Context: an optimization exercise on an open-source flow, tuned for small area, a short achievable clock period and few clock cycles per item. The choices shown serve that exercise and are no tape-out recipe. RTL that was checked went through simulation tests only; none was proved equivalent to the original. The RTL of run 2 was laid out without a check of its function. Power figures rest on the tool's default switching activity, not on a simulated workload.

==> flow/design.v (outline; a module is shown in full before it is edited, if it fits) <==
// module csa_multiplier: 1591 lines
module csa_multiplier (
    input  logic        clk,
    input  logic        rst_n,
    input  logic        in_valid,
    input  logic [15:0] x,
    input  logic [15:0] y,
    output logic        out_valid,
    output logic [31:0] product
);
  // ...
==> flow/flow/run.sh <==
#!/bin/bash
# Own layout flow: the standard layout with two changes.
# 1. Synthesis: Yosys's synth runs with -noabc, so its early "abc -fast" pass
#    does not re-map the hand-written full/half adders before extract_fa maps
#    them to the library's fa/ha cells (no inverters between adders).
# 2. Port buffers: buffer_ports still gives every input and output port a
#    buffer, but uses the plain buffer named below instead of the delay cell
#    it picks by default.
# Everything else is the standard flow (standard.sh, ORFS make targets).
set -euo pipefail
here=$(pwd)
sed 's/yosys synth -nofsm -noshare /yosys synth -nofsm -noshare -noabc /' synth_recipe.tcl > noabc_synth.tcl
grep -q -- "-noabc" noabc_synth.tcl
export BUFFER_PORTS_ARGS="-buffer_cell sky130_fd_sc_hd__buf_1"
bash standard.sh SYNTH_SCRIPT="$here/noabc_synth.tcl" finish > "$here/flow_make.log" 2>&1
==> flow/standard.sh <==
#!/bin/bash
# synth_recipe.tcl (not shown) runs the flow's synth.tcl, then flattens the netlist and writes it again
# the make line also repeats each setting of config.mk as NAME=value (left out here)
make -C /OpenROAD-flow-scripts/flow DESIGN_CONFIG=/design/flow/config.mk WORK_HOME=/design/flow/orfs CLKGATE_MAP_FILE= SYNTH_SCRIPT=/design/flow/synth_recipe.tcl "${@:-finish}"
==> flow/config.mk <==
export PLATFORM = sky130hd
export DESIGN_NAME = csa_multiplier
export DESIGN_NICKNAME = csa_multiplier
export VERILOG_FILES = /design/flow/design.v
export SDC_FILE = /design/flow/constraint.sdc
export NUM_CORES = 4
export LEC_CHECK = 0
export CAP_MARGIN = 20
export CORE_MARGIN = 2
export CORE_UTILIZATION = 35
export CTS_CLUSTER_DIAMETER = 100
export CTS_CLUSTER_SIZE = 30
export SETUP_SLACK_MARGIN = 4.25
export SLEW_MARGIN = 20
==> flow/constraint.sdc <==
create_clock -name core_clock -period 6.5 [get_ports {clk}]
set_input_delay 1.3000 -clock core_clock [delete_from_list [all_inputs] [get_ports {clk}]]
set_output_delay 1.3000 -clock core_clock [all_outputs]
set_load 0.01 [all_outputs]
==> flow_metrics.py, run 1 <==
metrics = {
    "critical_path": {
        "crit_type": "register to register",
        "rr_worst_depth": 5,
        "r2r_setup_slack_ps": 4240,
    },
    "yosys": {
        "yosys.area.top_type": "dfxtp_1",
        "yosysUniqueCellTypes": 36,
        "async_reset_ff_frac": 0,
        "yosys.area_share.simple": 0.0353,
        "synthAdderAreaFrac": 0.276,
        "ys_seq_area_frac": 0.395,
    },
    "cells_and_area": {
        "largest_reg_flops": 32,
        "final_util": 0.392,
        "diodes": 0,
    },
    "drt": {
        "wl_met2_mm": 10.1,
        "drt_iter0_drc": 486,
        "wl_per_cell_um": 17.6,
        "firstDrtPassIters": 5,
    },
    "sta": {
        "finalSetupViolCount": 0,
        "holdWs_ps": 335,
        "relSlewSlack": 0.591,
        "fin_crit_sh": 0.348,
    },
    "flow_run": {
        "max-cap-violations": 0,
    },
    "clock_tree": {
        "post_cts_buffers": 0,
    },
    "power": {
        "ir_drop_uv": 182,
    },
    "outcome": {
        "status": "no timing/DRC/antenna violations",
    },
    "floorplanning": {
        "fp.dieH_um": 181,
        "die_area_um2": 32600,
        "core-area_um2": 30700,
        "tap-cell-count": 396,
    },
    "placed_design": {
        "port-buffer-count": 67,
        "place_area_um2": 11400,
    },
}
Testbench counts, summed over its fixed seeds: cycles 12,024, items 12,000.
==> run 2, diff against run 1 <==
--- a/flow/design.v
+++ b/flow/design.v
@@ -58,59 +58,60 @@
     logic t1_c16_0;
     logic t1_c16_1;
     logic t1_c16_2;
     logic t1_c16_3;
     logic t1_c16_4;
     logic t1_c17_0;
     logic t1_c17_1;
     logic t1_c17_2;
-    logic t1_c17_3;
     logic t1_c18_0;
     logic t1_c18_1;
     logic t1_c18_2;
     logic t1_c18_3;
+    logic t1_c18_4;
     logic t1_c19_0;
     logic t1_c19_1;
     logic t1_c19_2;
     logic t1_c19_3;
-    logic t1_c19_4;
     logic t1_c20_0;
     logic t1_c20_1;
     logic t1_c20_2;
     logic t1_c20_3;
+    logic t1_c20_4;
     logic t1_c21_0;
     logic t1_c21_1;
     logic t1_c21_2;
+    logic t1_c21_3;
     logic t1_c22_0;
     logic t1_c22_1;
     logic t1_c22_2;
-    logic t1_c22_3;
-    logic t1_c22_4;
     logic t1_c23_0;
     logic t1_c23_1;
     logic t1_c23_2;
     logic t1_c24_0;
     logic t1_c24_1;
     logic t1_c24_2;
+    logic t1_c24_3;
     logic t1_c25_0;
     logic t1_c25_1;
+    logic t1_c25_2;
     logic t1_c26_0;
     logic t1_c26_1;
     logic t1_c27_0;
     logic t1_c27_1;
-    logic t1_c27_2;
     logic t1_c28_0;
     logic t1_c28_1;
+    logic t1_c28_2;
     logic t1_c29_0;
     logic t1_c29_1;
-    logic t1_c29_2;
     logic t1_c30_0;
-    logic t1_c30_1;
     logic t1_c31_0;
+    logic t1_c31_1;
+    logic t1_c31_2;
     logic t2_s0;
     logic t2_s1;
     logic t2_gb0;
     logic t2_s2;
     logic t2_s3;
     logic t2_s4;
     logic t2_s5;
     logic t2_gb2;
@@ -919,294 +920,294 @@
     assign s229 = pp145 ^ bp17 ^ bp33;
     assign c230 = (pp145 & bp17) | (pp145 & bp33) | (bp17 & bp33);
     assign s231 = bp49 ^ bp65 ^ bp81;
     assign c232 = (bp49 & bp65) | (bp49 & bp81) | (bp65 & bp81);
     assign s233 = bp97 ^ bp113 ^ bp129;
     assign c234 = (bp97 & bp113) | (bp97 & bp129) | (bp113 & bp129);
     assign s235 = c222 ^ c224 ^ s229;
     assign c236 = (c222 & c224) | (c222 & s229) | (c224 & s229);
-    assign s237 = ~(ns18 ^ pp146);
-    assign c238 = ns18 | pp146;
-    assign s239 = bp34 ^ bp50 ^ bp66;
-    assign c240 = (bp34 & bp50) | (bp34 & bp66) | (bp50 & bp66);
-    assign s241 = bp82 ^ bp98 ^ bp114;
-    assign c242 = (bp82 & bp98) | (bp82 & bp114) | (bp98 & bp114);
-    assign s243 = bp130 ^ s237 ^ c230;
-    assign c244 = (bp130 & s237) | (bp130 & c230) | (s237 & c230);
-    assign s245 = c232 ^ c234 ^ s239;
-    assign c246 = (c232 & c234) | (c232 & s239) | (c234 & s239);
-    assign s247 = ~(pp147 ^ bp35);
-    assign c248 = pp147 | bp35;
-    assign s249 = bp51 ^ bp67 ^ bp83;
-    assign c250 = (bp51 & bp67) | (bp51 & bp83) | (bp67 & bp83);
-    assign s251 = bp99 ^ bp115 ^ bp131;
-    assign c252 = (bp99 & bp115) | (bp99 & bp131) | (bp115 & bp131);
-    assign s253 = c238 ^ s247 ^ c240;
-    assign c254 = (c238 & s247) | (c238 & c240) | (s247 & c240);
-    assign s255 = c242 ^ s249 ^ s251;
-    assign c256 = (c242 & s249) | (c242 & s251) | (s249 & s251);
-    assign s257 = ns36 ^ pp148 ^ bp52;
-    assign c258 = (ns36 & pp148) | (ns36 & bp52) | (pp148 & bp52);
-    assign s259 = bp68 ^ bp84 ^ bp100;
-    assign c260 = (bp68 & bp84) | (bp68 & bp100) | (bp84 & bp100);
-    assign s261 = bp116 ^ bp132 ^ c248;
-    assign c262 = (bp116 & bp132) | (bp116 & c248) | (bp132 & c248);
-    assign s263 = c250 ^ c252 ^ s257;
-    assign c264 = (c250 & c252) | (c250 & s257) | (c252 & s257);
-    assign s265 = ~(pp149 ^ bp53);
-    assign c266 = pp149 | bp53;
-    assign s267 = bp69 ^ bp85 ^ bp101;
-    assign c268 = (bp69 & bp85) | (bp69 & bp101) | (bp85 & bp101);
-    assign s269 = bp117 ^ bp133 ^ s265;
-    assign c270 = (bp117 & bp133) | (bp117 & s265) | (bp133 & s265);
-    assign s271 = c258 ^ c260 ^ s267;
-    assign c272 = (c258 & c260) | (c258 & s267) | (c260 & s267);
-    assign s273 = ns54 ^ pp150 ^ bp70;
-    assign c274 = (ns54 & pp150) | (ns54 & bp70) | (pp150 & bp70);
-    assign s275 = bp86 ^ bp102 ^ bp118;
-    assign c276 = (bp86 & bp102) | (bp86 & bp118) | (bp102 & bp118);
-    assign s277 = bp134 ^ c266 ^ c268;
-    assign c278 = (bp134 & c266) | (bp134 & c268) | (c266 & c268);
-    assign s279 = s273 ^ s275 ^ c270;
-    assign c280 = (s273 & s275) | (s273 & c270) | (s275 & c270);
-    assign s281 = ~(pp151 ^ bp71);
-    assign c282 = pp151 | bp71;
-    assign s283 = bp87 ^ bp103 ^ bp119;
-    assign c284 = (bp87 & bp103) | (bp87 & bp119) | (bp103 & bp119);
-    assign s285 = bp135 ^ s281 ^ c274;
-    assign c286 = (bp135 & s281) | (bp135 & c274) | (s281 & c274);
-    assign s287 = ns72 ^ pp152 ^ bp88;
-    assign c288 = (ns72 & pp152) | (ns72 & bp88) | (pp152 & bp88);
-    assign s289 = bp104 ^ bp120 ^ bp136;
-    assign c290 = (bp104 & bp120) | (bp104 & bp136) | (bp120 & bp136);
-    assign s291 = c282 ^ c284 ^ s287;
-    assign c292 = (c282 & c284) | (c282 & s287) | (c284 & s287);
-    assign s293 = ~(pp153 ^ bp89);
-    assign c294 = pp153 | bp89;
-    assign s295 = bp105 ^ bp121 ^ bp137;
-    assign c296 = (bp105 & bp121) | (bp105 & bp137) | (bp121 & bp137);
-    assign s297 = s293 ^ c288 ^ c290;
-    assign c298 = (s293 & c288) | (s293 & c290) | (c288 & c290);
-    assign s299 = ns90 ^ pp154 ^ bp106;
-    assign c300 = (ns90 & pp154) | (ns90 & bp106) | (pp154 & bp106);
-    assign s301 = bp122 ^ bp138 ^ c294;
-    assign c302 = (bp122 & bp138) | (bp122 & c294) | (bp138 & c294);
-    assign s303 = c296 ^ s299 ^ s301;
-    assign c304 = (c296 & s299) | (c296 & s301) | (s299 & s301);
-    assign s305 = ~(pp155 ^ bp107);
-    assign c306 = pp155 | bp107;
-    assign s307 = bp123 ^ bp139 ^ s305;
-    assign c308 = (bp123 & bp139) | (bp123 & s305) | (bp139 & s305);
-    assign s309 = c300 ^ c302 ^ s307;
-    assign c310 = (c300 & c302) | (c300 & s307) | (c302 & s307);
-    assign s311 = ns108 ^ pp156 ^ bp124;
-    assign c312 = (ns108 & pp156) | (ns108 & bp124) | (pp156 & bp124);
-    assign s313 = bp140 ^ c306 ^ s311;
-    assign c314 = (bp140 & c306) | (bp140 & s311) | (c306 & s311);
-    assign s315 = ~(pp157 ^ bp125);
-    assign c316 = pp157 | bp125;
-    assign s317 = bp141 ^ s315 ^ c312;
-    assign c318 = (bp141 & s315) | (bp141 & c312) | (s315 & c312);
-    assign s319 = ns126 ^ pp158 ^ bp142;
-    assign c320 = (ns126 & pp158) | (ns126 & bp142) | (pp158 & bp142);
-    assign s321 = ~(pp159 ^ bp143);
-    assign c322 = pp159 | bp143;
-    assign s323 = ns144 ^ pp160 ^ c322;
-    assign c324 = (ns144 & pp160) | (ns144 & c322) | (pp160 & c322);
-    assign s325 = t1_c4_0 ^ t1_c4_1;
-    assign c326 = t1_c4_0 & t1_c4_1;
-    assign s327 = t1_c5_0 ^ t1_c5_1;
-    assign c328 = t1_c5_0 & t1_c5_1;
-    assign s329 = t1_c6_0 ^ t1_c6_1;
-    assign c330 = t1_c6_0 & t1_c6_1;
-    assign s331 = t1_c7_0 ^ t1_c7_1;
-    assign c332 = t1_c7_0 & t1_c7_1;
-    assign s333 = t1_c8_0 ^ t1_c8_1;
-    assign c334 = t1_c8_0 & t1_c8_1;
-    assign s335 = t1_c9_0 ^ t1_c9_1 ^ t1_c9_2;
-    assign c336 = (t1_c9_0 & t1_c9_1) | (t1_c9_0 & t1_c9_2) | (t1_c9_1 & t1_c9_2);
-    assign s337 = t1_c9_3 ^ c334;
-    assign c338 = t1_c9_3 & c334;
-    assign s339 = t1_c10_0 ^ t1_c10_1 ^ t1_c10_2;
-    assign c340 = (t1_c10_0 & t1_c10_1) | (t1_c10_0 & t1_c10_2) | (t1_c10_1 & t1_c10_2);
-    assign s341 = c336 ^ c338;
-    assign c342 = c336 & c338;
-    assign s343 = t1_c11_0 ^ t1_c11_1 ^ t1_c11_2;
-    assign c344 = (t1_c11_0 & t1_c11_1) | (t1_c11_0 & t1_c11_2) | (t1_c11_1 & t1_c11_2);
-    assign s345 = c340 ^ s343;
-    assign c346 = c340 & s343;
-    assign s347 = t1_c12_0 ^ t1_c12_1 ^ t1_c12_2;
-    assign c348 = (t1_c12_0 & t1_c12_1) | (t1_c12_0 & t1_c12_2) | (t1_c12_1 & t1_c12_2);
-    assign s349 = c344 ^ s347;
-    assign c350 = c344 & s347;
-    assign s351 = t1_c13_0 ^ t1_c13_1 ^ t1_c13_2;
-    assign c352 = (t1_c13_0 & t1_c13_1) | (t1_c13_0 & t1_c13_2) | (t1_c13_1 & t1_c13_2);
-    assign s353 = t1_c13_3 ^ t1_c13_4 ^ c348;
-    assign c354 = (t1_c13_3 & t1_c13_4) | (t1_c13_3 & c348) | (t1_c13_4 & c348);
-    assign s355 = s351 ^ c350;
-    assign c356 = s351 & c350;
-    assign s357 = t1_c14_0 ^ t1_c14_1 ^ t1_c14_2;
-    assign c358 = (t1_c14_0 & t1_c14_1) | (t1_c14_0 & t1_c14_2) | (t1_c14_1 & t1_c14_2);
-    assign s359 = t1_c14_3 ^ c352 ^ s357;
-    assign c360 = (t1_c14_3 & c352) | (t1_c14_3 & s357) | (c352 & s357);
-    assign s361 = c354 ^ c356;
-    assign c362 = c354 & c356;
-    assign s363 = t1_c15_0 ^ t1_c15_1 ^ t1_c15_2;
-    assign c364 = (t1_c15_0 & t1_c15_1) | (t1_c15_0 & t1_c15_2) | (t1_c15_1 & t1_c15_2);
-    assign s365 = t1_c15_3 ^ c358 ^ s363;
-    assign c366 = (t1_c15_3 & c358) | (t1_c15_3 & s363) | (c358 & s363);
-    assign s367 = c360 ^ s365;
-    assign c368 = c360 & s365;
-    assign s369 = t1_c16_0 ^ t1_c16_1 ^ t1_c16_2;
-    assign c370 = (t1_c16_0 & t1_c16_1) | (t1_c16_0 & t1_c16_2) | (t1_c16_1 & t1_c16_2);
-    assign s371 = t1_c16_3 ^ t1_c16_4 ^ c364;
-    assign c372 = (t1_c16_3 & t1_c16_4) | (t1_c16_3 & c364) | (t1_c16_4 & c364);
-    assign s373 = s369 ^ c366 ^ s371;
-    assign c374 = (s369 & c366) | (s369 & s371) | (c366 & s371);
-    assign s375 = t1_c17_0 ^ t1_c17_1 ^ t1_c17_2;
-    assign c376 = (t1_c17_0 & t1_c17_1) | (t1_c17_0 & t1_c17_2) | (t1_c17_1 & t1_c17_2);
-    assign s377 = t1_c17_3 ^ c370 ^ s375;
-    assign c378 = (t1_c17_3 & c370) | (t1_c17_3 & s375) | (c370 & s375);
-    assign s379 = c372 ^ s377;
-    assign c380 = c372 & s377;
-    assign s381 = t1_c18_0 ^ t1_c18_1 ^ t1_c18_2;
-    assign c382 = (t1_c18_0 & t1_c18_1) | (t1_c18_0 & t1_c18_2) | (t1_c18_1 & t1_c18_2);
-    assign s383 = t1_c18_3 ^ c376 ^ s381;
-    assign c384 = (t1_c18_3 & c376) | (t1_c18_3 & s381) | (c376 & s381);
-    assign s385 = c378 ^ s383;
-    assign c386 = c378 & s383;
-    assign s387 = t1_c19_0 ^ t1_c19_1 ^ t1_c19_2;
-    assign c388 = (t1_c19_0 & t1_c19_1) | (t1_c19_0 & t1_c19_2) | (t1_c19_1 & t1_c19_2);
-    assign s389 = t1_c19_3 ^ t1_c19_4 ^ c382;
-    assign c390 = (t1_c19_3 & t1_c19_4) | (t1_c19_3 & c382) | (t1_c19_4 & c382);
+    assign s237 = ns18 ^ pp146 ^ bp34;
+    assign c238 = (ns18 & pp146) | (ns18 & bp34) | (pp146 & bp34);
+    assign s239 = bp50 ^ bp66 ^ bp82;
+    assign c240 = (bp50 & bp66) | (bp50 & bp82) | (bp66 & bp82);
+    assign s241 = bp98 ^ bp114 ^ bp130;
+    assign c242 = (bp98 & bp114) | (bp98 & bp130) | (bp114 & bp130);
+    assign s243 = c230 ^ c232 ^ c234;
+    assign c244 = (c230 & c232) | (c230 & c234) | (c232 & c234);
+    assign s245 = s237 ^ s239 ^ s241;
+    assign c246 = (s237 & s239) | (s237 & s241) | (s239 & s241);
+    assign s247 = pp147 ^ bp35 ^ bp51;
+    assign c248 = (pp147 & bp35) | (pp147 & bp51) | (bp35 & bp51);
+    assign s249 = bp67 ^ bp83 ^ bp99;
+    assign c250 = (bp67 & bp83) | (bp67 & bp99) | (bp83 & bp99);
+    assign s251 = bp115 ^ bp131 ^ c238;
+    assign c252 = (bp115 & bp131) | (bp115 & c238) | (bp131 & c238);
+    assign s253 = c240 ^ c242 ^ s247;
+    assign c254 = (c240 & c242) | (c240 & s247) | (c242 & s247);
+    assign s255 = ns36 ^ pp148 ^ bp52;
+    assign c256 = (ns36 & pp148) | (ns36 & bp52) | (pp148 & bp52);
+    assign s257 = bp68 ^ bp84 ^ bp100;
+    assign c258 = (bp68 & bp84) | (bp68 & bp100) | (bp84 & bp100);
+    assign s259 = bp116 ^ bp132 ^ c248;
+    assign c260 = (bp116 & bp132) | (bp116 & c248) | (bp132 & c248);
+    assign s261 = c250 ^ s255 ^ s257;
+    assign c262 = (c250 & s255) | (c250 & s257) | (s255 & s257);
+    assign s263 = pp149 ^ bp53 ^ bp69;
+    assign c264 = (pp149 & bp53) | (pp149 & bp69) | (bp53 & bp69);
+    assign s265 = bp85 ^ bp101 ^ bp117;
+    assign c266 = (bp85 & bp101) | (bp85 & bp117) | (bp101 & bp117);
+    assign s267 = bp133 ^ c256 ^ c258;
+    assign c268 = (bp133 & c256) | (bp133 & c258) | (c256 & c258);
+    assign s269 = ns54 ^ pp150 ^ bp70;
+    assign c270 = (ns54 & pp150) | (ns54 & bp70) | (pp150 & bp70);
+    assign s271 = bp86 ^ bp102 ^ bp118;
+    assign c272 = (bp86 & bp102) | (bp86 & bp118) | (bp102 & bp118);
+    assign s273 = bp134 ^ c264 ^ c266;
+    assign c274 = (bp134 & c264) | (bp134 & c266) | (c264 & c266);
+    assign s275 = pp151 ^ bp71 ^ bp87;
+    assign c276 = (pp151 & bp71) | (pp151 & bp87) | (bp71 & bp87);
+    assign s277 = bp103 ^ bp119 ^ bp135;
+    assign c278 = (bp103 & bp119) | (bp103 & bp135) | (bp119 & bp135);
+    assign s279 = c270 ^ c272 ^ s275;
+    assign c280 = (c270 & c272) | (c270 & s275) | (c272 & s275);
+    assign s281 = ns72 ^ pp152 ^ bp88;
+    assign c282 = (ns72 & pp152) | (ns72 & bp88) | (pp152 & bp88);
+    assign s283 = bp104 ^ bp120 ^ bp136;
+    assign c284 = (bp104 & bp120) | (bp104 & bp136) | (bp120 & bp136);
+    assign s285 = c276 ^ c278 ^ s281;
+    assign c286 = (c276 & c278) | (c276 & s281) | (c278 & s281);
+    assign s287 = pp153 ^ bp89 ^ bp105;
+    assign c288 = (pp153 & bp89) | (pp153 & bp105) | (bp89 & bp105);
+    assign s289 = bp121 ^ bp137 ^ c282;
+    assign c290 = (bp121 & bp137) | (bp121 & c282) | (bp137 & c282);
+    assign s291 = ns90 ^ pp154 ^ bp106;
+    assign c292 = (ns90 & pp154) | (ns90 & bp106) | (pp154 & bp106);
+    assign s293 = bp122 ^ bp138 ^ c288;
+    assign c294 = (bp122 & bp138) | (bp122 & c288) | (bp138 & c288);
+    assign s295 = pp155 ^ bp107 ^ bp123;
+    assign c296 = (pp155 & bp107) | (pp155 & bp123) | (bp107 & bp123);
+    assign s297 = bp139 ^ c292 ^ s295;
+    assign c298 = (bp139 & c292) | (bp139 & s295) | (c292 & s295);
+    assign s299 = ns108 ^ pp156 ^ bp124;
+    assign c300 = (ns108 & pp156) | (ns108 & bp124) | (pp156 & bp124);
+    assign s301 = bp140 ^ c296 ^ s299;
+    assign c302 = (bp140 & c296) | (bp140 & s299) | (c296 & s299);
+    assign s303 = pp157 ^ bp125 ^ bp141;
+    assign c304 = (pp157 & bp125) | (pp157 & bp141) | (bp125 & bp141);
+    assign s305 = ns126 ^ pp158 ^ bp142;
+    assign c306 = (ns126 & pp158) | (ns126 & bp142) | (pp158 & bp142);
+    assign s307 = pp159 ^ bp143 ^ c306;
+    assign c308 = (pp159 & bp143) | (pp159 & c306) | (bp143 & c306);
+    assign s309 = t1_c4_0 ^ t1_c4_1;
+    assign c310 = t1_c4_0 & t1_c4_1;
+    assign s311 = t1_c5_0 ^ t1_c5_1;
+    assign c312 = t1_c5_0 & t1_c5_1;
+    assign s313 = t1_c6_0 ^ t1_c6_1;
+    assign c314 = t1_c6_0 & t1_c6_1;
+    assign s315 = t1_c7_0 ^ t1_c7_1;
+    assign c316 = t1_c7_0 & t1_c7_1;
+    assign s317 = t1_c8_0 ^ t1_c8_1;
+    assign c318 = t1_c8_0 & t1_c8_1;
+    assign s319 = t1_c9_0 ^ t1_c9_1 ^ t1_c9_2;
+    assign c320 = (t1_c9_0 & t1_c9_1) | (t1_c9_0 & t1_c9_2) | (t1_c9_1 & t1_c9_2);
+    assign s321 = t1_c9_3 ^ c318;
+    assign c322 = t1_c9_3 & c318;
+    assign s323 = t1_c10_0 ^ t1_c10_1 ^ t1_c10_2;
+    assign c324 = (t1_c10_0 & t1_c10_1) | (t1_c10_0 & t1_c10_2) | (t1_c10_1 & t1_c10_2);
+    assign s325 = c320 ^ c322;
+    assign c326 = c320 & c322;
+    assign s327 = t1_c11_0 ^ t1_c11_1 ^ t1_c11_2;
+    assign c328 = (t1_c11_0 & t1_c11_1) | (t1_c11_0 & t1_c11_2) | (t1_c11_1 & t1_c11_2);
+    assign s329 = c324 ^ s327;
+    assign c330 = c324 & s327;
+    assign s331 = t1_c12_0 ^ t1_c12_1 ^ t1_c12_2;
+    assign c332 = (t1_c12_0 & t1_c12_1) | (t1_c12_0 & t1_c12_2) | (t1_c12_1 & t1_c12_2);
+    assign s333 = c328 ^ s331;
+    assign c334 = c328 & s331;
+    assign s335 = t1_c13_0 ^ t1_c13_1 ^ t1_c13_2;
+    assign c336 = (t1_c13_0 & t1_c13_1) | (t1_c13_0 & t1_c13_2) | (t1_c13_1 & t1_c13_2);
+    assign s337 = t1_c13_3 ^ t1_c13_4 ^ c332;
+    assign c338 = (t1_c13_3 & t1_c13_4) | (t1_c13_3 & c332) | (t1_c13_4 & c332);
+    assign s339 = s335 ^ c334;
+    assign c340 = s335 & c334;
+    assign s341 = t1_c14_0 ^ t1_c14_1 ^ t1_c14_2;
+    assign c342 = (t1_c14_0 & t1_c14_1) | (t1_c14_0 & t1_c14_2) | (t1_c14_1 & t1_c14_2);
+    assign s343 = t1_c14_3 ^ c336 ^ s341;
+    assign c344 = (t1_c14_3 & c336) | (t1_c14_3 & s341) | (c336 & s341);
+    assign s345 = c338 ^ c340;
+    assign c346 = c338 & c340;
+    assign s347 = t1_c15_0 ^ t1_c15_1 ^ t1_c15_2;
+    assign c348 = (t1_c15_0 & t1_c15_1) | (t1_c15_0 & t1_c15_2) | (t1_c15_1 & t1_c15_2);
+    assign s349 = t1_c15_3 ^ c342 ^ s347;
+    assign c350 = (t1_c15_3 & c342) | (t1_c15_3 & s347) | (c342 & s347);
+    assign s351 = c344 ^ s349;
+    assign c352 = c344 & s349;
+    assign s353 = t1_c16_0 ^ t1_c16_1 ^ t1_c16_2;
+    assign c354 = (t1_c16_0 & t1_c16_1) | (t1_c16_0 & t1_c16_2) | (t1_c16_1 & t1_c16_2);
+    assign s355 = t1_c16_3 ^ t1_c16_4 ^ c348;
+    assign c356 = (t1_c16_3 & t1_c16_4) | (t1_c16_3 & c348) | (t1_c16_4 & c348);
+    assign s357 = s353 ^ c350 ^ s355;
+    assign c358 = (s353 & c350) | (s353 & s355) | (c350 & s355);
+    assign s359 = ~(t1_c17_0 ^ t1_c17_1);
+    assign c360 = t1_c17_0 | t1_c17_1;
+    assign s361 = t1_c17_2 ^ s359 ^ c354;
+    assign c362 = (t1_c17_2 & s359) | (t1_c17_2 & c354) | (s359 & c354);
+    assign s363 = c356 ^ s361;
+    assign c364 = c356 & s361;
+    assign s365 = ~(t1_c18_0 ^ t1_c18_1);
+    assign c366 = t1_c18_0 | t1_c18_1;
+    assign s367 = t1_c18_2 ^ t1_c18_3 ^ t1_c18_4;
+    assign c368 = (t1_c18_2 & t1_c18_3) | (t1_c18_2 & t1_c18_4) | (t1_c18_3 & t1_c18_4);
+    assign s369 = c360 ^ s365 ^ s367;
+    assign c370 = (c360 & s365) | (c360 & s367) | (s365 & s367);
+    assign s371 = c362 ^ s369;
+    assign c372 = c362 & s369;
+    assign s373 = t1_c19_0 ^ t1_c19_1 ^ t1_c19_2;
+    assign c374 = (t1_c19_0 & t1_c19_1) | (t1_c19_0 & t1_c19_2) | (t1_c19_1 & t1_c19_2);
+    assign s375 = t1_c19_3 ^ c366 ^ c368;
+    assign c376 = (t1_c19_3 & c366) | (t1_c19_3 & c368) | (c366 & c368);
+    assign s377 = s373 ^ c370 ^ s375;
+    assign c378 = (s373 & c370) | (s373 & s375) | (c370 & s375);
+    assign s379 = ~(t1_c20_0 ^ t1_c20_1);
+    assign c380 = t1_c20_0 | t1_c20_1;
+    assign s381 = t1_c20_2 ^ t1_c20_3 ^ t1_c20_4;
+    assign c382 = (t1_c20_2 & t1_c20_3) | (t1_c20_2 & t1_c20_4) | (t1_c20_3 & t1_c20_4);
+    assign s383 = s379 ^ c374 ^ s381;
+    assign c384 = (s379 & c374) | (s379 & s381) | (c374 & s381);
+    assign s385 = c376 ^ s383;
+    assign c386 = c376 & s383;
+    assign s387 = t1_c21_0 ^ t1_c21_1 ^ t1_c21_2;
+    assign c388 = (t1_c21_0 & t1_c21_1) | (t1_c21_0 & t1_c21_2) | (t1_c21_1 & t1_c21_2);
+    assign s389 = t1_c21_3 ^ c380 ^ c382;
+    assign c390 = (t1_c21_3 & c380) | (t1_c21_3 & c382) | (c380 & c382);
     assign s391 = s387 ^ c384 ^ s389;
     assign c392 = (s387 & c384) | (s387 & s389) | (c384 & s389);
-    assign s393 = t1_c20_0 ^ t1_c20_1 ^ t1_c20_2;
-    assign c394 = (t1_c20_0 & t1_c20_1) | (t1_c20_0 & t1_c20_2) | (t1_c20_1 & t1_c20_2);
-    assign s395 = t1_c20_3 ^ c388 ^ s393;
-    assign c396 = (t1_c20_3 & c388) | (t1_c20_3 & s393) | (c388 & s393);
+    assign s393 = ~(t1_c22_0 ^ t1_c22_1);
+    assign c394 = t1_c22_0 | t1_c22_1;
+    assign s395 = t1_c22_2 ^ s393 ^ c388;
+    assign c396 = (t1_c22_2 & s393) | (t1_c22_2 & c388) | (s393 & c388);
     assign s397 = c390 ^ s395;
     assign c398 = c390 & s395;
-    assign s399 = t1_c21_0 ^ t1_c21_1 ^ t1_c21_2;
-    assign c400 = (t1_c21_0 & t1_c21_1) | (t1_c21_0 & t1_c21_2) | (t1_c21_1 & t1_c21_2);
+    assign s399 = t1_c23_0 ^ t1_c23_1 ^ t1_c23_2;
+    assign c400 = (t1_c23_0 & t1_c23_1) | (t1_c23_0 & t1_c23_2) | (t1_c23_1 & t1_c23_2);
     assign s401 = c394 ^ s399 ^ c396;
     assign c402 = (c394 & s399) | (c394 & c396) | (s399 & c396);
-    assign s403 = t1_c22_0 ^ t1_c22_1 ^ t1_c22_2;
-    assign c404 = (t1_c22_0 & t1_c22_1) | (t1_c22_0 & t1_c22_2) | (t1_c22_1 & t1_c22_2);
-    assign s405 = t1_c22_3 ^ t1_c22_4 ^ c400;
-    assign c406 = (t1_c22_3 & t1_c22_4) | (t1_c22_3 & c400) | (t1_c22_4 & c400);
-    assign s407 = s403 ^ s405;
-    assign c408 = s403 & s405;
-    assign s409 = t1_c23_0 ^ t1_c23_1 ^ t1_c23_2;
-    assign c410 = (t1_c23_0 & t1_c23_1) | (t1_c23_0 & t1_c23_2) | (t1_c23_1 & t1_c23_2);
+    assign s403 = ~(t1_c24_0 ^ t1_c24_1);
+    assign c404 = t1_c24_0 | t1_c24_1;
+    assign s405 = t1_c24_2 ^ t1_c24_3 ^ s403;
+    assign c406 = (t1_c24_2 & t1_c24_3) | (t1_c24_2 & s403) | (t1_c24_3 & s403);
+    assign s407 = c400 ^ s405;
+    assign c408 = c400 & s405;
+    assign s409 = t1_c25_0 ^ t1_c25_1 ^ t1_c25_2;
+    assign c410 = (t1_c25_0 & t1_c25_1) | (t1_c25_0 & t1_c25_2) | (t1_c25_1 & t1_c25_2);
     assign s411 = c404 ^ s409 ^ c406;
     assign c412 = (c404 & s409) | (c404 & c406) | (s409 & c406);
-    assign s413 = t1_c24_0 ^ t1_c24_1 ^ t1_c24_2;
-    assign c414 = (t1_c24_0 & t1_c24_1) | (t1_c24_0 & t1_c24_2) | (t1_c24_1 & t1_c24_2);
-    assign s415 = c410 ^ s413;
-    assign c416 = c410 & s413;
-    assign s417 = t1_c25_0 ^ t1_c25_1 ^ c414;
-    assign c418 = (t1_c25_0 & t1_c25_1) | (t1_c25_0 & c414) | (t1_c25_1 & c414);
-    assign s419 = t1_c26_0 ^ t1_c26_1;
-    assign c420 = t1_c26_0 & t1_c26_1;
-    assign s421 = t1_c27_0 ^ t1_c27_1 ^ t1_c27_2;
-    assign c422 = (t1_c27_0 & t1_c27_1) | (t1_c27_0 & t1_c27_2) | (t1_c27_1 & t1_c27_2);
-    assign s423 = t1_c28_0 ^ t1_c28_1;
-    assign c424 = t1_c28_0 & t1_c28_1;
-    assign s425 = t1_c29_0 ^ t1_c29_1 ^ t1_c29_2;
-    assign c426 = (t1_c29_0 & t1_c29_1) | (t1_c29_0 & t1_c29_2) | (t1_c29_1 & t1_c29_2);
-    assign s427 = t1_c30_0 ^ t1_c30_1;
-    assign c428 = t1_c30_0 & t1_c30_1;
+    assign s413 = ~(t1_c26_0 ^ t1_c26_1);
+    assign c414 = t1_c26_0 | t1_c26_1;
+    assign s415 = s413 ^ c410;
+    assign c416 = s413 & c410;
+    assign s417 = t1_c27_0 ^ t1_c27_1 ^ c414;
+    assign c418 = (t1_c27_0 & t1_c27_1) | (t1_c27_0 & c414) | (t1_c27_1 & c414);
+    assign s419 = ~(t1_c28_0 ^ t1_c28_1);
+    assign c420 = t1_c28_0 | t1_c28_1;
+    assign s421 = t1_c28_2 ^ s419;
+    assign c422 = t1_c28_2 & s419;
+    assign s423 = t1_c29_0 ^ t1_c29_1 ^ c420;
+    assign c424 = (t1_c29_0 & t1_c29_1) | (t1_c29_0 & c420) | (t1_c29_1 & c420);
+    assign s425 = ~t1_c30_0;
+    assign c426 = t1_c30_0;
+    assign s427 = t1_c31_0 ^ t1_c31_1 ^ t1_c31_2;
+    assign c428 = (t1_c31_0 & t1_c31_1) | (t1_c31_0 & t1_c31_2) | (t1_c31_1 & t1_c31_2);
     assign p429 = t1_c0_0 ^ t1_c0_1;
     assign g430 = t1_c0_0 & t1_c0_1;
-    assign p431 = t1_c4_2 ^ s325;
-    assign g432 = t1_c4_2 & s325;
-    assign p433 = c326 ^ s327;
-    assign g434 = c326 & s327;
-    assign p435 = c328 ^ s329;
-    assign g436 = c328 & s329;
-    assign p437 = c330 ^ s331;
-    assign g438 = c330 & s331;
-    assign p439 = c332 ^ s333;
-    assign g440 = c332 & s333;
-    assign p441 = s335 ^ s337;
-    assign g442 = s335 & s337;
-    assign p443 = s339 ^ s341;
-    assign g444 = s339 & s341;
-    assign p445 = c342 ^ s345;
-    assign g446 = c342 & s345;
-    assign p447 = c346 ^ s349;
-    assign g448 = c346 & s349;
-    assign p449 = s353 ^ s355;
-    assign g450 = s353 & s355;
-    assign p451 = s359 ^ s361;
-    assign g452 = s359 & s361;
-    assign p453 = c362 ^ s367;
-    assign g454 = c362 & s367;
-    assign p455 = c368 ^ s373;
-    assign g456 = c368 & s373;
-    assign p457 = c374 ^ s379;
-    assign g458 = c374 & s379;
-    assign p459 = c380 ^ s385;
-    assign g460 = c380 & s385;
-    assign p461 = c386 ^ s391;
-    assign g462 = c386 & s391;
-    assign p463 = c392 ^ s397;
-    assign g464 = c392 & s397;
-    assign p465 = c398 ^ s401;
-    assign g466 = c398 & s401;
-    assign p467 = c402 ^ s407;
-    assign g468 = c402 & s407;
-    assign p469 = c408 ^ s411;
-    assign g470 = c408 & s411;
-    assign p471 = c412 ^ s415;
-    assign g472 = c412 & s415;
-    assign p473 = c416 ^ s417;
-    assign g474 = c416 & s417;
-    assign p475 = c418 ^ s419;
-    assign g476 = c418 & s419;
-    assign p477 = c420 ^ s421;
-    assign g478 = c420 & s421;
-    assign p479 = c422 ^ s423;
-    assign g480 = c422 & s423;
-    assign p481 = c424 ^ s425;
-    assign g482 = c424 & s425;
-    assign p483 = c426 ^ s427;
-    assign g484 = c426 & s427;
-    assign p485 = t1_c31_0 ^ c428;
-    assign g486 = t1_c31_0 & c428;
+    assign p431 = t1_c4_2 ^ s309;
+    assign g432 = t1_c4_2 & s309;
+    assign p433 = c310 ^ s311;
+    assign g434 = c310 & s311;
+    assign p435 = c312 ^ s313;
+    assign g436 = c312 & s313;
+    assign p437 = c314 ^ s315;
+    assign g438 = c314 & s315;
+    assign p439 = c316 ^ s317;
+    assign g440 = c316 & s317;
+    assign p441 = s319 ^ s321;
+    assign g442 = s319 & s321;
+    assign p443 = s323 ^ s325;
+    assign g444 = s323 & s325;
+    assign p445 = c326 ^ s329;
+    assign g446 = c326 & s329;
+    assign p447 = c330 ^ s333;
+    assign g448 = c330 & s333;
+    assign p449 = s337 ^ s339;
+    assign g450 = s337 & s339;
+    assign p451 = s343 ^ s345;
+    assign g452 = s343 & s345;
+    assign p453 = c346 ^ s351;
+    assign g454 = c346 & s351;
+    assign p455 = c352 ^ s357;
+    assign g456 = c352 & s357;
+    assign p457 = c358 ^ s363;
+    assign g458 = c358 & s363;
+    assign p459 = c364 ^ s371;
+    assign g460 = c364 & s371;
+    assign p461 = c372 ^ s377;
+    assign g462 = c372 & s377;
+    assign p463 = c378 ^ s385;
+    assign g464 = c378 & s385;
+    assign p465 = c386 ^ s391;
+    assign g466 = c386 & s391;
+    assign p467 = c392 ^ s397;
+    assign g468 = c392 & s397;
+    assign p469 = c398 ^ s401;
+    assign g470 = c398 & s401;
+    assign p471 = c402 ^ s407;
+    assign g472 = c402 & s407;
+    assign p473 = c408 ^ s411;
+    assign g474 = c408 & s411;
+    assign p475 = c412 ^ s415;
+    assign g476 = c412 & s415;
+    assign p477 = c416 ^ s417;
+    assign g478 = c416 & s417;
+    assign p479 = c418 ^ s421;
+    assign g480 = c418 & s421;
+    assign p481 = c422 ^ s423;
+    assign g482 = c422 & s423;
+    assign p483 = c424 ^ s425;
+    assign g484 = c424 & s425;
+    assign p485 = c426 ^ s427;
+    assign g486 = c426 & s427;
     assign w487 = t1_c1_0 ^ g430;
     assign w488 = (t1_c1_0 & g430);
     assign w489 = p433 ^ g432;
-    assign w490 = g434 | (p433 & t1_c4_2 & s325);
+    assign w490 = g434 | (p433 & t1_c4_2 & s309);
     assign w491 = p437 ^ g436;
-    assign w492 = g438 | (p437 & c328 & s329);
+    assign w492 = g438 | (p437 & c312 & s313);
     assign w493 = p441 ^ g440;
-    assign w494 = g442 | (p441 & c332 & s333);
+    assign w494 = g442 | (p441 & c316 & s317);
     assign w495 = p445 ^ g444;
-    assign w496 = g446 | (p445 & s339 & s341);
+    assign w496 = g446 | (p445 & s323 & s325);
     assign w497 = p449 ^ g448;
-    assign w498 = g450 | (p449 & c346 & s349);
+    assign w498 = g450 | (p449 & c330 & s333);
     assign w499 = p453 ^ g452;
-    assign w500 = g454 | (p453 & s359 & s361);
+    assign w500 = g454 | (p453 & s343 & s345);
     assign w501 = p457 ^ g456;
-    assign w502 = g458 | (p457 & c368 & s373);
+    assign w502 = g458 | (p457 & c352 & s357);
     assign w503 = p461 ^ g460;
-    assign w504 = g462 | (p461 & c380 & s385);
+    assign w504 = g462 | (p461 & c364 & s371);
     assign w505 = p465 ^ g464;
-    assign w506 = g466 | (p465 & c392 & s397);
+    assign w506 = g466 | (p465 & c378 & s385);
     assign w507 = p469 ^ g468;
-    assign w508 = g470 | (p469 & c402 & s407);
+    assign w508 = g470 | (p469 & c392 & s397);
     assign w509 = p473 ^ g472;
-    assign w510 = g474 | (p473 & c412 & s415);
+    assign w510 = g474 | (p473 & c402 & s407);
     assign w511 = p477 ^ g476;
-    assign w512 = g478 | (p477 & c418 & s419);
+    assign w512 = g478 | (p477 & c412 & s415);
     assign w513 = p481 ^ g480;
-    assign w514 = g482 | (p481 & c422 & s423);
+    assign w514 = g482 | (p481 & c418 & s421);
     assign w515 = p485 ^ g484;
     always_ff @(posedge clk) begin
         t1_c0_0 <= bp1;
         t1_c0_1 <= b_neg[0];
         t1_c1_0 <= bp2;
         t1_c2_0 <= s161;
         t1_c3_0 <= s163;
         t1_c4_0 <= bp37;
@@ -1246,62 +1247,63 @@
         t1_c15_1 <= c220;
         t1_c15_2 <= s225;
         t1_c15_3 <= s227;
         t1_c16_0 <= s231;
         t1_c16_1 <= s233;
         t1_c16_2 <= c226;
         t1_c16_3 <= c228;
         t1_c16_4 <= s235;
-        t1_c17_0 <= s241;
-        t1_c17_1 <= c236;
-        t1_c17_2 <= s243;
-        t1_c17_3 <= s245;
-        t1_c18_0 <= c244;
-        t1_c18_1 <= c246;
-        t1_c18_2 <= s253;
-        t1_c18_3 <= s255;
-        t1_c19_0 <= s259;
-        t1_c19_1 <= s261;
-        t1_c19_2 <= c254;
-        t1_c19_3 <= c256;
-        t1_c19_4 <= s263;
-        t1_c20_0 <= c262;
-        t1_c20_1 <= s269;
-        t1_c20_2 <= c264;
-        t1_c20_3 <= s271;
-        t1_c21_0 <= c272;
-        t1_c21_1 <= s277;
-        t1_c21_2 <= s279;
-        t1_c22_0 <= c276;
-        t1_c22_1 <= s283;
-        t1_c22_2 <= c278;
-        t1_c22_3 <= s285;
-        t1_c22_4 <= c280;
-        t1_c23_0 <= s289;
-        t1_c23_1 <= c286;
-        t1_c23_2 <= s291;
-        t1_c24_0 <= s295;
-        t1_c24_1 <= c292;
-        t1_c24_2 <= s297;
-        t1_c25_0 <= c298;
-        t1_c25_1 <= s303;
-        t1_c26_0 <= c304;
-        t1_c26_1 <= s309;
-        t1_c27_0 <= c308;
-        t1_c27_1 <= s313;
-        t1_c27_2 <= c310;
-        t1_c28_0 <= c314;
-        t1_c28_1 <= s317;
-        t1_c29_0 <= c316;
-        t1_c29_1 <= s319;
-        t1_c29_2 <= c318;
-        t1_c30_0 <= c320;
-        t1_c30_1 <= s321;
-        t1_c31_0 <= s323;
+        t1_c17_0 <= c236;
+        t1_c17_1 <= s243;
+        t1_c17_2 <= s245;
+        t1_c18_0 <= s249;
+        t1_c18_1 <= c244;
+        t1_c18_2 <= c246;
+        t1_c18_3 <= s251;
+        t1_c18_4 <= s253;
+        t1_c19_0 <= c252;
+        t1_c19_1 <= c254;
+        t1_c19_2 <= s259;
+        t1_c19_3 <= s261;
+        t1_c20_0 <= s263;
+        t1_c20_1 <= s265;
+        t1_c20_2 <= c260;
+        t1_c20_3 <= c262;
+        t1_c20_4 <= s267;
+        t1_c21_0 <= s269;
+        t1_c21_1 <= s271;
+        t1_c21_2 <= c268;
+        t1_c21_3 <= s273;
+        t1_c22_0 <= s277;
+        t1_c22_1 <= c274;
+        t1_c22_2 <= s279;
+        t1_c23_0 <= s283;
+        t1_c23_1 <= c280;
+        t1_c23_2 <= s285;
+        t1_c24_0 <= c284;
+        t1_c24_1 <= s287;
+        t1_c24_2 <= c286;
+        t1_c24_3 <= s289;
+        t1_c25_0 <= s291;
+        t1_c25_1 <= c290;
+        t1_c25_2 <= s293;
+        t1_c26_0 <= c294;
+        t1_c26_1 <= s297;
+        t1_c27_0 <= c298;
+        t1_c27_1 <= s301;
+        t1_c28_0 <= c300;
+        t1_c28_1 <= s303;
+        t1_c28_2 <= c302;
+        t1_c29_0 <= c304;
+        t1_c29_1 <= s305;
+        t1_c30_0 <= s307;
+        t1_c31_0 <= ns144;
+        t1_c31_1 <= pp160;
+        t1_c31_2 <= c308;
     end
     always_ff @(posedge clk) begin
         t2_s0 <= p429;
         t2_s1 <= w487;
         t2_gb0 <= w488;
         t2_s2 <= t1_c2_0;
         t2_s3 <= t1_c3_0;
         t2_s4 <= p431;
==> flow/config.mk (replaced) <==
export PLATFORM = sky130hd
export DESIGN_NAME = csa_multiplier
export DESIGN_NICKNAME = csa_multiplier
export VERILOG_FILES = /design/flow/design.v
export SDC_FILE = /design/flow/constraint.sdc
export NUM_CORES = 4
export LEC_CHECK = 0
export CAP_MARGIN = 20
export CORE_MARGIN = 2
export CORE_UTILIZATION = 40
export CTS_CLUSTER_DIAMETER = 80
export CTS_CLUSTER_SIZE = 24
export SETUP_SLACK_MARGIN = 4.25
export SLEW_MARGIN = 20
==> flow_metrics.py, run 2 <==
metrics = {
    "yosys": {
        "ys_seq_area_frac": 0.396,
        "synth-edff-count": 0,
        "synth_fp_nets": 1154,
        "yosys.area.top_type": "dfxtp_1",
        "ys_top_cells_by_area": "dfxtp_1, fa_1, xnor2_1, a22oi_1, ha_1",
        "avgSynthCellArea_um2": 11.6,
        "syn_area_um2": 10900,
        "syn_inst": 942,
        "yosys_register_bits": 216,
        "ys_warn_count": 1,
        "synth.most_common_cell": "dfxtp_1",
        "async_reset_ff_frac": 0,
        "yosysUniqueCellTypes": 29,
        "yosys-top-cells-count": "dfxtp_1, xnor2_1, a22oi_1, fa_1, clkbuf_1",
        "synth_flop_cell": "dfxtp_1",
        "synth_top_area_share": 0.396,
    },
    "placed_design": {
        "gp_congestion": 0.814,
        "port-buffer-count": 67,
        "place_ws_ps": 3950,
        "dp_cells": 1273,
        "dp_hpwl_mm": 15.3,
    },
    "cells_and_area": {
        "finalNetCount": 1161,
        "final_util": 0.451,
        "drive_gt1_frac": 0.159,
        "final_cell_mix": "dfxtp_1, xnor2_1, a22oi_1",
        "final_cells": 1297,
        "top_regs": "pr (32), xr (16)",
        "largest_reg_flops": 32,
        "largest_register": "pr",
        "mostFrequentLayoutCell": "dfxtp_1",
        "syn2layout_area_growth_pct": 10.8,
        "diodes": 0,
    },
    "critical_path": {
        "path_max_fanout": 2,
        "cp-start-kind": "register",
        "r2r-end": "t2_gb10$_DFF_P_",
        "r2r_setup_slack_ps": 4180,
        "rr_worst_depth": 7,
        "arrival_ps": 2710,
        "critPathCaptureType": "register",
        "crit_type": "register to register",
        "crit_required_ps": 6890,
        "r2r-start": "t1_c20_2$_DFF_P_",
    },
    "min_path": {
        "hold_path_class": "register to register",
        "hold_end": "pr[0]$_DFF_P_",
        "hp-start": "t2_s0$_DFF_P_",
        "hold_depth": 0,
    },
    "power": {
        "p_int_mw": 3.94,
        "p_sw_mw": 2.23,
        "comb_power_share": 0.472,
        "sw_frac_of_total": 0.361,
        "clockPowerShare": 0.165,
        "power.density_nw_per_um2": 510,
        "ir_drop_uv": 240,
        "p_seq_frac": 0.364,
        "power_leakage_nw": 4.96,
    },
    "sta": {
        "worstMarginPinSlew_ps": 659,
        "slew_viol_final": 0,
        "finalSetupTns_ps": 0,
        "fin_skew_ps": 22.9,
        "fmax_ghz": 0.430,
        "period_minus_slack_ps": 2320,
        "worst_slack_ps": 4180,
        "finalSetupViolCount": 0,
        "finalHoldViolations": 0,
        "fin_crit_sh": 0.358,
        "rsz0062_at_grt": "yes",
        "relSlewSlack": 0.561,
    },
    "drt": {
        "antenna_left": 0,
        "vias": 6628,
        "drt_iter0_drc": 474,
        "firstDrtPassIters": 5,
        "via_per_inst": 5.11,
        "wl_mm": 23.1,
        "wl_per_cell_um": 17.8,
        "route.detailed.drc": 0,
    },
    "global_route": {
        "grt_max_degree": 35,
        "antenna_found_initial": 0,
        "grt_pass1_wl_mm": 37.3,
        "grt-ovfl-total": 0,
        "grt_pass1_vias": 6950,
        "grt_usage": 0.165,
    },
    "clock_tree": {
        "numCtsBuffers": 14,
        "worstSkewPairLatency_ps": 500,
        "clock-sinks": 216,
        "cts.clk_slew.worst_paths_ps": 100,
        "clockBufferDepth": 3,
        "cts_tree": "built",
        "h-tree-depth": 1,
        "cts_root_buffer": "clkbuf_16",
    },
    "floorplanning": {
        "io_pins": 68,
        "fp.dieH_um": 169,
        "die_area_um2": 28700,
        "die_w_um": 169,
        "initial_core_util": 0.407,
        "fp-row-count": 60,
        "core-area_um2": 26900,
    },
    "flow_run": {
        "max-cap-violations": 0,
    },
    "outcome": {
        "status": "no timing/DRC/antenna violations",
    },
}
## run 2: cell types whose count changed in the layout (fill, tap and decap cells not counted), sizes merged, moves of 3 or more
cell | previous run | this run
a21oi | 6 | 1
and2 | 5 | 13
inv | 34 | 59
nand2 | 51 | 43
nor2 | 13 | 10
nor3 | 4 | 1
xnor2 | 122 | 133
xor2 | 51 | 41
## run 2: critical path, cell delays in order, from the launching register on
cell     delay [ps]
dfxtp_2         330
fa_1            540
inv_2            40
fa_2            340
inv_2            60
fa_1            440
ha_4            250
a31o_2          200
## run 2: logic make-up after synthesis
family          count (synthesis)  share of synthesized area
compound gates                161                      0.110
flops                         216                      0.396
buf+inv                       139                     0.0485
fa+ha+maj                     177                      0.275
xor+xnor                      174                      0.139
simple gates                   75                     0.0306
## run 2: through the flow
| step | cell area (µm²) | hold slack (ps) | total power, mW |
|---|---|---|---|
| detailed placement | 11300 | 314 | 4.92 |
| global route | 12100 | 338 | 6.79 |
| floorplan | 10900 | 310 | 4.19 |
| global placement | 11300 | 311 | 4.87 |
| CTS | 12000 | 334 | 6.17 |
| finish | 12100 | 331 | 6.17 |
## run 2: power by group through the flow
stage,sequential (mW),combinational [mW],clock [mW]
floorplan,2.16,2.03,0
global placement,2.25,2.62,0
detailed placement,2.25,2.67,0
CTS,2.23,2.89,1.06
global route,2.30,3.40,1.09
finish,2.25,2.91,1.02
## run 2: worst max path at each step
stage,endpoint,startpoint,depth (start not counted)
global route,t2_gb10$_DFF_P_,t1_c20_2$_DFF_P_,7
finish,t2_gb10$_DFF_P_,t1_c20_2$_DFF_P_,7
global placement,t1_c17_2$_DFF_P_,b_neg[2]$_DFF_P_,3
detailed placement,t1_c17_2$_DFF_P_,b_neg[1]$_DFF_P_,4
CTS,t2_gb9$_DFF_P_,t1_c18_2$_DFF_P_,7
floorplan,t2_gb9$_DFF_P_,t1_c18_2$_DFF_P_,7
## run 2: routing by layer
layer,global-route usage,vias up,share of wire
met5,0,-,0
met4,0.0502,0,0.022
met3,0.0266,45,0.057
met2,0.267,211,0.46
met1,0.228,3259,0.46
li1,-,3113,-
## run 2: cell type report
cell class	count	area (µm²)
clock buffer	16	389
tap	341	427
inverter	57	214
sequential	216	4390
multi-input combinational	587	6190
fill	2460	14800
timing repair buffer	73	388
clock inverter	7	111
## run 2: timing repair
action	in CTS	in global routing
gates resized for setup	75	33
hold buffers	0	0
endpoints found under the hold margin	0	0
cloned	0	0
setup buffers	1	0
pin swaps	7	6
endpoints found under the setup margin	92	69

separate check: timing with driven ports:
How much do the figures lean on ideal ports? The routed layouts below were timed once more, with nothing changed but the port constraints. Step 1 (the two cells are an assumption about what drives the block):
set clk [get_ports {clk}]
set_driving_cell -lib_cell sky130_fd_sc_hd__clkbuf_16 $clk
set_driving_cell -lib_cell sky130_fd_sc_hd__buf_2 [delete_from_list [all_inputs] $clk]
Step 2 moves the port delays by t, midway between the first and last clock arrival at a register: inputs arrive t later, outputs are due t later. That takes back most of the time a late clock gives input paths. Slacks: no drivers / after step 1 / after step 2; pairs: no drivers / after step 1.
| run | t, ns | slack for setup (ns) | worst setup path after step 2 |
|---|---|---|---|
| run 1 | 0.512 | 4.240 / 4.231 / 4.240 | register to register |
| run 2 | 0.538 | 4.175 / 4.175 / 4.175 | register to register |
After both steps setup and hold are still met in every run listed.
